From an optimization exercise on the open Yosys and OpenROAD flow, aimed at small area, a short achievable clock period and few clock cycles per item; shortcuts taken in it are not production practice.
In this exercise RTL edits were held to simulation tests only and were not proved equivalent to the original.
Power is estimated from default activity; no workload was simulated.

==> flow/design.v, too long to show whole: its modules and the start of the top module <==
// module window_fetch: 39 lines
// module conv_fa: 10 lines
// module conv_mac_k0: 293 lines
// module conv_mac_k1: 291 lines
// module max_pool: 26 lines
// module layer_ctrl: 120 lines
// module conv_top: 71 lines
module conv_top
#(
    parameter int IMG_BITS = 6    
) (
    input  wire               clk,
    input  wire               rst,
    input  wire               ready,
    input  conv_pkg::pix_t         idata,
    input  conv_pkg::pix_t         cdata_rd,
    output logic              busy,
    output logic              cwr,
    output logic              crd,
    output logic [conv_pkg::ADDR_W-1:0] iaddr,
    output logic [conv_pkg::ADDR_W-1:0] caddr_wr,
    output logic [conv_pkg::ADDR_W-1:0] caddr_rd,
    output conv_pkg::pix_t              cdata_wr,
    output logic [2:0]        csel
);
  // ...
==> flow/flow/run.sh <==
#!/bin/bash
# The standard layout (the standard.sh, unchanged synthesis and steps),
# with ORFS's repair_timing asked to reach a setup slack of 8.9 ns.
# The SDC and clock period are the standard flow's own.
set -euo pipefail
bash standard.sh SETUP_SLACK_MARGIN=8.9 finish > standard_run.log 2>&1
==> flow/standard.sh <==
#!/bin/bash
# synth_recipe.tcl (not shown) runs the flow's synth.tcl, then flattens the netlist and writes it again
# the make line also repeats each setting of config.mk as NAME=value (left out here)
make -C /OpenROAD-flow-scripts/flow DESIGN_CONFIG=/design/flow/config.mk WORK_HOME=/design/flow/orfs CLKGATE_MAP_FILE= SYNTH_SCRIPT=/design/flow/synth_recipe.tcl "${@:-finish}"
==> flow/config.mk <==
export PLATFORM = sky130hd
export DESIGN_NAME = conv_top
export DESIGN_NICKNAME = conv_top
export VERILOG_FILES = /design/flow/design.v
export SDC_FILE = /design/flow/constraint.sdc
export NUM_CORES = 4
export LEC_CHECK = 0
export CAP_MARGIN = 20
export CORE_MARGIN = 2
export CORE_UTILIZATION = 55
export CTS_CLUSTER_DIAMETER = 200
export CTS_CLUSTER_SIZE = 20
export SLEW_MARGIN = 20
export SYNTH_HIERARCHICAL = 1
export SYNTH_MINIMUM_KEEP_SIZE = 0
==> flow/constraint.sdc <==
create_clock -name core_clock -period 12.5 [get_ports {clk}]
set_input_delay 2.5000 -clock core_clock [delete_from_list [all_inputs] [get_ports {clk}]]
set_output_delay 2.5000 -clock core_clock [all_outputs]
set_load 0.01 [all_outputs]
==> summary.md, run 1 <==
| Metric | Value |
|---|---|
| Cell mode on critical path | fa_2 |
| Layout fillers | 6089 |
| Worst min-delay path class | reg2reg |
| NetSw | 5.67 mW |
| Chip Height | 283 um |
| Clock Power | 1.39 mW |
| Placed instance count | 4172 |
| Period utilization | 30.0% |
| Dominant class by area | multi-input combinational cells |
| Final Hold Fails | 0 |
| Register area | 14900 um2 |
| Pre-CTS setup slack | 8.05 ns |
| Tot GR Track Use | 28.6% |
| Layout cells sized above 1 | 19.5% |
| Status | no timing/DRC/antenna violations |
| WP buf/inv | 1 |
| Buffering overhead | 3.26% |
| PwrDens | 278 nW/um2 |
| Number of sequential cells | 706 |
| Chip width | 283 um |
| Number of CTS-inserted buffers | 41 |
| Min-delay src | u_window_fetch.s3[59] |
| Seq power | 3.24 mW |
| Initial antenna violation count | 8 |
| Fraction of area in multi-input gates | 57.7% |
| Power share of the combinational group | 64.6% |
| Worst Path Arrival | 4.26 ns |
| Max-slew violation count | 0 |
| Hold Buf Count CTS | 0 |
| Clk network pwr share | 10.6% |
| Reg2reg path depth | 8 |
| Met3 wire len | 6410 um |
| Stages on worst setup path | 8 |
| Synth Area per Inst | 13.7 um2 |
| Fraction of area in clock buffers and inverters | 2.42% |
| Final setup TNS | 0 ns |
| Maximum vdd drop | 182 uV |
| CP Launch Point | u_mac_k0_bot.first |
| Power Combinational | 8.46 mW |
| First-pass GRT wire length | 169000 um |
| ANT cells | 0 |
Testbench counts, summed over its fixed seeds: cycles 125,124, images 12.
==> inputs of run 2 (changes only) <==
==> flow/flow/run.sh (replaced) <==
#!/bin/bash
# The standard layout (the standard.sh, unchanged synthesis and steps),
# with ORFS's repair_timing asked to reach a setup slack of 8.8 ns.
# The SDC and clock period are the standard flow's own.
set -euo pipefail
bash standard.sh SETUP_SLACK_MARGIN=8.8 finish > standard_run.log 2>&1
==> run 2 against run 1 <==
  * Routed wire length decreased by 1.5%
  * Sequential power barely moved
  * Critical path type unchanged
  * Count of clock-buffer cells in the layout shrank 2
  * First-iteration DRC count is 7.8% higher
  * Critical path depth decreased by 2
  * Design area fell by 1.3%
  * Power shrank 1.9%
  * Largest cell class unchanged
  * Maximum frequency is 0.23% lower
==> summary.md, run 2 <==
| Metric | Value |
|---|---|
| Core area | 77200 um2 |
| Max Clk Rate | 266 MHz |
| Vias in the first global route | 27200 |
| DR vias/cell | 5.61 |
| Critical Path Sink | u_mac_k1_bot.acc_c[11] |
| Worst Path Arrival | 4.26 ns (about the same) |
| Worst-path clk slew | 0.10 ns |
| Critical path's largest stage delay | 0.74 ns |
| Internal power | 7.25 mW |
| Clk Latency, worst-skew pair | 0.63 ns |
| Largest net degree at the start of global routing | 56 |
| Drt first pass iters | 6 |
| Multi-input gate area | 27000 um2 |
| Final Hold Fails | 0 (unchanged) |
| Cell mode on critical path | fa_2 |
| R2r endpoint | u_mac_k1_bot.acc_c[11] |
| Commonest non-fill, non-tap cell in the layout | fa_1 |
| Drt drc | 0 |
| Power share of the combinational group | 64.2% (-0.4 points) |
| Placed instance count | 4174 (+0.048%) |
| Final HPWL DP | 82200 um |
| Final antenna-violating net count | 0 |
| Period utilization | 30.1% (+0.070 points) |
| Top flop regs | u_window_fetch.s1: 100 flops, u_window_fetch.s0: 96 flops, u_window_fetch.s2: 96 flops |
| Worst slew pin tran | 1.02 ns |
| Fin area | 46500 um2 |
| Commonest cells after routing, fill and taps aside | 767 x fa_1, 560 x dfxtp_1, 281 x inv_1 |
| Pre-CTS setup slack | 8.25 ns (+0.206 ns) |
| Reg2reg path depth | 6 (-2) |
| PortBufs | 70 |
| Max-slew violation count | 0 (unchanged) |
| Yosys warns | 18 |
| RD Place Congestion | 0.939 |
| Clock root cell | clkbuf_16 |
| Initial antenna violation count | 1 (-7) |
| Via count | 24000 |
| First-pass GRT wire length | 168000 um (-0.86%) |
| Post-Synthesis Cells | 3121 |
| Layout fillers | 6113 (+0.39%) |
| Final critical-path required period | 3.76 ns |
| Die Footprint | 80100 um2 |
| Cell Chain, Critical Path | fa_2 -> fa_2 -> fa_1 -> fa_2 -> fa_2 -> fa_1 |
| Synth Area per Inst | 13.7 um2 (unchanged) |
| Largest register FFs | 100 |
| Layout Cells excl Fill | 4271 |
| Area after DPL | 44500 um2 |
| Drt total wl | 110000 um |
| Worst min-delay path class | reg2reg |
| CP Class | reg2reg |
| Startpoint types | flip-flop |
| PwrDens | 276 nW/um2 (-0.53%) |
| Slowest CP cell | dfxtp_1 |
| Slew margin rel. | 32.0% |
| Number of CTS-inserted buffers | 41 (unchanged) |
| Setup Skew | 0.0319 ns |
| CP Data Required Time | 13.00 ns |
| CP Capture Type | flip-flop |
| CTS H-tree depth | 2 |
| Drt wl/cell | 25.7 um |
| NetSw | 5.60 mW (-1.3%) |
| Leakage | 19.4 nW |
| Worst-path fanout max | 7 |
| Reg2reg start | u_window_fetch.s1[23] |
| Reg2reg setup slack | 8.74 ns |
| I/O pin count | 105 |
| Chip Height | 283 um (unchanged) |
| Largest Register | u_window_fetch.s1 |
| Share of total power in sequential cells | 25.1% |
| CP Launch Point | u_window_fetch.s1[23] |
| Register area | 14900 um2 (-0.15%) |
| Maximum vdd drop | 179 uV (-1.8%) |
| Initial Util | 55.5% |
| Status | no timing/DRC/antenna violations |
| Max_cap viols | 0 |
| RSZ-0062 raised after global routing | yes |
| Area Overhead vs Synth | 8.71% |
| Stages on worst setup path | 6 (-2) |
| Final setup viols | 0 |
| CTS tree | yes |
| Final WS setup | 8.74 ns |
| Chip width | 283 um (unchanged) |
| Final setup TNS | 0 ns (unchanged) |
| Util after Layout | 60.3% |
| Initial DRC count | 1761 |
| Sink Count | 706 |
| WP buf/inv | 0 (-1) |
| Layout cells sized above 1 | 16.2% (-3.3 points) |
| Design Power | 12.8 mW |
| Worst path top cell family by delay | adder cells |
| Total global routing overflow | 0 |
| Mapped cell area | 42800 um2 |
| Hold WS | 0.311 ns |
| Clk network pwr share | 10.7% (about the same) |
| Core Rows | 102 |
| Nets | 4286 |
| CTS Buffer Depth | 3 |
| Tot GR Track Use | 28.3% (-0.32 points) |
| Switching Fraction | 43.6% |
-- run 2: worst min path at each step --
stage / from / end / cells after the start
final: u_window_fetch.s3[43] / u_window_fetch.s3[39] / 0
after global routing: u_window_fetch.s3[43] / u_window_fetch.s3[39] / 0
after CTS: u_window_fetch.s3[43] / u_window_fetch.s3[39] / 0
after detailed placement: u_window_fetch.s2[75] / u_window_fetch.s2[71] / 0
after global placement: u_window_fetch.s0[40] / u_window_fetch.s0[36] / 0
after floorplan: u_window_fetch.s0[14] / u_window_fetch.s0[10] / 0
-- run 2: what timing repair did --
action	CTS	global route
endpoints found under the setup margin	176	104
resized for setup	297	128
hold buffers	0	0
gates cloned	2	2
buffers inserted	37	2
pin swaps	56	74
-- run 2: power groups by stage --
stage | Sequential [mW] | Combinational [mW] | Clock (mW)
after detailed placement | 3.28 | 8.07 | 0
after CTS | 3.23 | 8.23 | 1.41
after global placement | 3.27 | 7.80 | 0
final | 3.23 | 8.24 | 1.37
after floorplan | 3.13 | 5.85 | 0
after global routing | 3.26 | 9.33 | 1.50
-- run 2: routing by layer --
layer	part of all wire, %	vias up	global-route usage, %
met1	41	12800	37.5
met2	51	687	48.3
met3	5.2	182	4.59
met5	0	-	0
li1	-	10300	-
met4	2.9	0	7.93
-- run 2: final cells by class --
type / count / area share, %
timing repair buffer: 124 / 2.58
inverter: 283 / 2.28
clock buffer: 49 / 2.27
clock inverter: 4 / 0.164
antenna: 1 / 0.00538
multi-input combinational: 2064 / 57.9
tap: 1040 / 2.80
sequential: 706 / 32.0
-- run 2: worst register-to-register path, cell delays in order, from the launching register on --
cell	delay, ns
dfxtp_1	0.74
fa_2	0.59
fa_2	0.54
fa_1	0.47
fa_2	0.38
fa_2	0.54
fa_1	0.40

## re-timing with driven ports
The results above use ideal ports. As a check the final layouts listed here were re-extracted and re-timed, cells and wires unchanged. Step 1: set_driving_cell puts a clkbuf_16 on clk and a buf_2 on each other input, an assumption about the parent block. Step 2 also shifts input and output timing later by t, the mid clock arrival at the registers, as if the neighbouring blocks saw the same clock. Slacks: ideal / step 1 / step 2; pairs: ideal / step 1.
run | t, ns | slack for setup (ns) | worst setup path at the end | clock arrival spread, ns | worst slew at a driven data input, ns
run 1 | 0.674 | 8.748 / 8.748 / 8.748 | register to register | 0.040 / 0.039 | 0.03
run 2 | 0.676 | 8.740 / 8.740 / 8.740 | register to register | 0.032 / 0.032 | 0.03
After both steps every run listed still meets setup and hold.
